Background: an optimization exercise with open tools, aiming at small area, a short achievable clock period and few clock cycles per item. Do not read the settings as production practice.
RTL that was checked went through simulation tests only; none was proved equivalent to the original.
Power figures rest on the tool's default switching activity, not on a simulated workload.

lane 3:
// ekf_slam_core
module ekf_slam_core (
  input  logic          clk,
  input  logic          sys_rst,
  input  logic          i_stage_valid,
  input  logic [76:0]   i_stage_cmd,
  input  logic [31:0]   i_plb_dout,
  input  logic          i_nl_done,
  input  logic [191:0]  i_nl_result,
  output logic          o_stage_ready,
  output logic          o_plb_en,
  output logic          o_plb_we,
  output logic [31:0]   o_plb_addr,
  output logic [31:0]   o_plb_din,
  output logic          o_nl_init,
  output logic [2:0]    o_nl_stage,
  output logic [159:0]  o_nl_operand
);
Settings: LEC_CHECK=0, CAP_MARGIN=20, CORE_MARGIN=2, CORE_UTILIZATION=40, SETUP_SLACK_MARGIN=1.2, SLEW_MARGIN=20; clock period 5.0 ns.
standard.sh (not shown) runs the stock make flow with config.mk's settings and CLKGATE_MAP_FILE= SYNTH_SCRIPT=/design/flow/synth_recipe.tcl, a recipe that flattens the netlist after the stock synthesis.
==> flow/flow/run.sh <==
#!/bin/bash
# Standard layout, with plain buffers (buf_1) on the ports in place of the
# delay buffers buffer_ports picks by default.
set -euo pipefail
export BUFFER_PORTS_ARGS="-buffer_cell sky130_fd_sc_hd__buf_1"
bash standard.sh > standard.log 2>&1
Relative to lane 3, the following input files were edited for lane 4:
Settings: SYNTH_HIERARCHICAL newly set to 1.
### Flow results
Every run (lane 4 and lane 3) finished clean.
Of lane 4 and lane 3, the higher share of the clock period used by the worst path after layout belongs to lane 3.
Critical-path cell with the highest stage delay: or3_4 -> lane 4, edfxtp_1 -> lane 3
Any difference in total power between lane 4 and lane 3 is small enough to ignore.
Going from lane 3 to lane 4, area after synthesis grew by a little under 10%.
The final reports for lane 4 and lane 3 show final worst-path setup slack higher in the former.
Lane 4: final design instance area without fill is 2.4% higher than what lane 3 reported.
Lane 4 has antenna diode count below what lane 3 had.
Function was not checked in any run of this note: the RTL went through the layout flow alone.

* * *

run 1:
Another version of the RTL of ekf_slam_core (not shown whole).
Size: about 1700 cells after synthesis, about 270 flip-flops.
Design ekf_slam_core, start of the top module:
module ekf_slam_core (
  input  logic          clk,
  input  logic          sys_rst,
  input  logic          i_stage_valid,
  input  logic [76:0]   i_stage_cmd,
  input  logic [31:0]   i_plb_dout,
  input  logic          i_nl_done,
  input  logic [191:0]  i_nl_result,
  output logic          o_stage_ready,
  output logic          o_plb_en,
  output logic          o_plb_we,
  output logic [31:0]   o_plb_addr,
  output logic [31:0]   o_plb_din,
  output logic          o_nl_init,
  output logic [2:0]    o_nl_stage,
  output logic [159:0]  o_nl_operand
);
export LEC_CHECK = 0
export CAP_MARGIN = 20
export CORE_MARGIN = 2
export CORE_UTILIZATION = 40
export SETUP_SLACK_MARGIN = 1.0
export SLEW_MARGIN = 20
create_clock -name core_clock -period 5.0 [get_ports {clk}]
Scripts as last shown in full above: flow/flow/run.sh
Testbench counts of run 1, summed over its fixed seeds: cycles 11,126, commands 1,920.
### run 1 -> run 2
Settings: changing SETUP_SLACK_MARGIN from 1.0 to 1.2; changing SLEW_MARGIN from 20 to 0; changing CAP_MARGIN from 20 to 0.
--- outcome ---
Run 2 ran to completion and came out clean on the timing, design-rule and antenna checks. [run 2] sequential share of layout area fell 0.79 points relative to run 1. In run 2, the buffers plus inverters on the worst setup path came out 1 above the value in run 1. Between run 2 and run 1, the fraction of power spent switching nets figures differ only marginally. The run showing the greater signed area change from the synthesized netlist to the final layout is run 2.
Input changes introduced in run 3 (baseline for comparison: run 2):
Settings: changing SETUP_SLACK_MARGIN from 1.2 to 1.5; changing SLEW_MARGIN from 0 to 20; changing CAP_MARGIN from 0 to 20.
## What came out
Run 3 ended up with more standard cells than run 2. From run 2 to run 3 the numbers moved as follows: DRC violation count after routing about even; final weighted congestion in routability-driven placement fell about 1.2%; per-cell routed wire length rose 1.7%. The first element of the critical path comes out c_upd in one run and c_prd in the other, namely in run 3 and run 2 respectively. Relative to run 2, the number of ordinary and repair buffers in the finished layout measured on run 3 has increased by more than 10%. Compared with run 2, in run 3 combinational-cell power consumption went up, proportion of power drawn by combinational gates went up, final instance area went up, fraction of area in non-clock buffers went up.

* * *

== job 7797 ==
Starting RTL as in the previous note.
clock: 5.0 ns
lec_check: 0
cap_margin: 20
core_margin: 2
core_utilization: 60
setup_slack_margin: 1.2
slew_margin: 20
Scripts as last shown in full above: flow/flow/run.sh
Job 7797 finished every stage and its layout cleared the timing, design-rule and antenna checks.
Testbench counts of job 7797, summed over its fixed seeds: cycles 11,126, commands 1,920.
Input changes introduced in job 9301 (baseline for comparison: job 7797):
diff --git a/flow/config.mk b/flow/config.mk
--- a/flow/config.mk
+++ b/flow/config.mk
@@ -10 +10 @@
-export CORE_UTILIZATION = 60
+export CORE_UTILIZATION = 40
Findings:
- Delta (job 9301 minus job 7797): via count of the first global-routing pass higher, relative contribution of the clock network to total power higher, maximum frequency roughly the same, post-CTS setup-driven buffer insertion count higher, utilization lower.
- Highest ir drop seen on vdd went down by more than 10% going from job 7797 to job 9301.
- STATUS clock network power: job 9301 loses against job 7797
- Startpoint of the most critical setup path: ww[1] -> job 7797, c_prd -> job 9301
- Relative to job 7797, final critical-path required period has increased by 10 ps in job 9301.
- Job 7797 has a lower highest cell delay on the worst timing path than job 9301.
- From job 7797 to job 9301 the numbers moved as follows: global-route wire length before repair rose 8100 µm; wire length on met3 now sits lower.
Here is what was changed in the inputs of job 6050 compared with job 9301.
diff --git a/flow/flow/run.sh b/flow/flow/run.sh
--- a/flow/flow/run.sh
+++ b/flow/flow/run.sh
@@ -5,0 +6 @@
+export RECOVER_POWER=100
## What came out
Complete run, failing final checks: job 6050, reason capacitance limit, slew limit.
Summary of job 6050 over job 9301: via count held; initial detailed-routing violation count increased 2.2%; post-route cell area -1.2%; combinational power now sits lower.
Going from job 9301 to job 6050, share of the cycle needed by the critical path after routing shows an increase of 9.6 points; utilization shrank by 0.58 points; share of total power in combinational logic lost 0.2 points; final routed wirelength across all metal layers shows no meaningful change; multi-input combinational area share went down.

* * *

Setup of run A:
ekf_slam_core, a different RTL version from the one above (not shown whole).
For scale: about 280 flip-flops, roughly 18,000 sq um of cells after synthesis.
export LEC_CHECK = 0
export CAP_MARGIN = 20
export CORE_MARGIN = 2
export CORE_UTILIZATION = 40
export SETUP_SLACK_MARGIN = 1.0
export SLEW_MARGIN = 20
create_clock -name core_clock -period 5.0 [get_ports {clk}]
==> flow/flow/run.sh <==
#!/bin/bash
# Standard layout, with plain buffers (buf_1) on the ports in place of the
# delay buffers buffer_ports picks by default.
set -euo pipefail
export BUFFER_PORTS_ARGS="-buffer_cell sky130_fd_sc_hd__buf_1"
bash standard.sh > standard.log 2>&1
Run A ended with every stage complete and zero timing, DRC or antenna violations.
Testbench counts of run A, summed over its fixed seeds: cycles 11,126, commands 1,920.
--- input diff run A..run B ---
Settings: SETUP_SLACK_MARGIN changed from 1.0 to 1.2.
[summary]
Run B: detailed-routing wirelength on met1 about 3% above run A
Higher area added between synthesis and finish goes to run B over run A.
Looking at clock share of power, run B sits 0.6 points lower than run A does.
Max cell depth of the worst flop-to-flop path across run B and run A: run B
Total power per unit cell area: run B < run A
Total number of multi-input combinational cells delta (run A -> run B): insignificant
The cell area after layout in run B sits 5.1% above the value recorded for run A.
The inputs of run C differ from those of run B as listed below.
Settings: SETUP_SLACK_MARGIN changed from 1.2 to 1.35; SYNTH_HIERARCHICAL newly set to 1.
## What came out
- Run C finished every stage and its layout cleared the timing, design-rule and antenna checks.
- | fmax | run C vs run B | 6.5% higher |
- Of run C and run B, run B shows the lower static leakage power, with run C above it.
- Run C vs. run B: non-clock buffer count fell 26; hold slack fell 0.0054 ns; final area rose 650 sq um.
- Compared to run B, run C has detail-routed net length per standard cell 0.16 um lower.
- Any difference in count of max-cap constraint violations between run B and run C is small enough to ignore.
#### Input delta (run D over run C)
Settings: an added TNS_END_PERCENT of 5; a change of SETUP_SLACK_MARGIN from 1.35 to 1.2.
Of run C and run D, the higher average wire per cell in the routed design belongs to run C. NOTE: footprint of the multi-input gates in run D falls short of that of run C. The run showing the greater first-pass GRT wire length is run C. Of run C and run D, the lower final period demand of the worst path belongs to run C. The design area number comes out higher for run C vs run D. [compare] base=run C new=run D: post-DP HPWL has remained practically unchanged; clock slew at the register clock pins of the worst setup and hold paths has remained practically unchanged. Run C → run D: non-clock buffer count lost 34, total power lost 3.4%, number of sequential cells neither gained nor lost much.
Here is what was changed in the inputs of run E compared with run D.
Settings: clearing TNS_END_PERCENT, which used to be 5.
==> comparison <==
The global-route usage on run E is in line with that on run D. Compared with run D, in run E post-layout total power flat, largest vdd supply drop about even.
## Diff of input files: run F against run E
Settings: a change of CORE_UTILIZATION from 40 to 55.
Run F — met2 capacity usage during global routing 11 points higher, run E as reference
Against run E, run F reports a peak supply drop that is higher.
Fmax improves in run F relative to run E.
Of run F and run E, the lower total die area belongs to run F.
Compared with run E, in run F initial core utilization grew by 15 points; share of total power in sequential cells fell by 0.9 points; routed wire length fell 5.7%.

* * *

Setup of the baseline:
Another version of the RTL of ekf_slam_core (not shown whole).
For scale: roughly 1900 cells after synthesis, roughly 540 I/O pins, roughly 19000 sq um of cells after synthesis.
Settings: LEC_CHECK=0, CAP_MARGIN=20, CORE_MARGIN=2, CORE_UTILIZATION=40, SETUP_SLACK_MARGIN=1.2, SLEW_MARGIN=20; clock period 5.0 ns.
Scripts as last shown in full above: flow/flow/run.sh
The baseline finished every step from synthesis to the final layout, and the layout passed the timing, design-rule and antenna checks.
Testbench counts of the baseline, summed over its fixed seeds: cycles 11,126, commands 1,920.
Input changes introduced in the candidate (baseline for comparison: the baseline):
Settings: SETUP_SLACK_MARGIN now 1.5, was 1.2.
==> comparison <==
- On detail-routed via count per cell: the candidate sits above the baseline.
- Relative to the baseline, the candidate degrades first-pass GRT wire length.
- The candidate has completed all stages; timing, DRC and antenna checks passed.
- The baseline tops out at a lower clock frequency than the candidate.
- Depth of the most critical reg-to-reg path came out higher on the candidate than on the baseline.
- The candidate ends up with a area added between synthesis and finish that is 10 points higher than in the baseline.
- Summary of the candidate over the baseline: combinational fraction of design power went up by 2.5 points, final non-filler cell area went up by 8.3%, global placement routability congestion went up by about 5%.
- Going from the baseline to the candidate, final critical path time including I/O delays and setup dropped 0.11 ns; largest incremental delay on the critical path held.

port drivers added, routing unchanged:
No port has a modelled driver above. Below, the same layouts with a new extraction and two added sets of constraints. Step 1: set_driving_cell puts a clkbuf_16 on clk and a buf_2 on each other input, an assumption about the parent block. Step 2 times the ports against the registers' clock, not the clock port: input delays grow and output delays shrink by t, the midpoint of the rising clock arrivals with the driver on. Slacks: ideal / step 1 / step 2; pairs: ideal / step 1.
run | shift t [ns] | setup WS [ns] | hold slack, ns
lane 3 | 0.601 | 1.021 / 0.987 / 0.545 | 0.422 / 0.422 / 0.422
lane 4 | 0.602 | 1.288 / 1.235 / 0.811 | 0.438 / 0.438 / 0.438
run 1 | 0.595 | 1.061 / 1.006 / 0.738 | 0.418 / 0.418 / 0.418
run 2 | 0.591 | 1.278 / 1.222 / 0.895 | 0.407 / 0.407 / 0.407
run 3 | 0.596 | 1.478 / 1.440 / 0.986 | 0.418 / 0.418 / 0.418
job 7797 | 0.612 | 1.286 / 1.235 / 0.880 | 0.410 / 0.410 / 0.410
job 9301 | 0.599 | 1.276 / 1.216 / 0.797 | 0.404 / 0.404 / 0.404
job 6050 | 0.596 | 0.794 / 0.794 / 0.440 | 0.403 / 0.403 / 0.403
run A | 0.598 | 0.974 / 0.917 / 0.550 | 0.418 / 0.418 / 0.418
run B | 0.603 | 0.992 / 0.979 / 0.631 | 0.422 / 0.422 / 0.422
run C | 0.601 | 1.237 / 1.176 / 0.947 | 0.416 / 0.416 / 0.416
run D | 0.597 | 1.193 / 1.137 / 0.817 | 0.416 / 0.416 / 0.416
run E | 0.599 | 1.185 / 1.128 / 0.836 | 0.415 / 0.415 / 0.415
run F | 0.643 | 1.238 / 1.182 / 0.857 | 0.417 / 0.417 / 0.417
the baseline | 0.599 | 1.187 / 1.125 / 0.896 | 0.417 / 0.417 / 0.417
the candidate | 0.597 | 1.292 / 1.240 / 0.982 | 0.421 / 0.421 / 0.421
The setup slack of run 3, which loses most, moves by -0.038 ns with the drivers and by -0.492 ns with both steps.
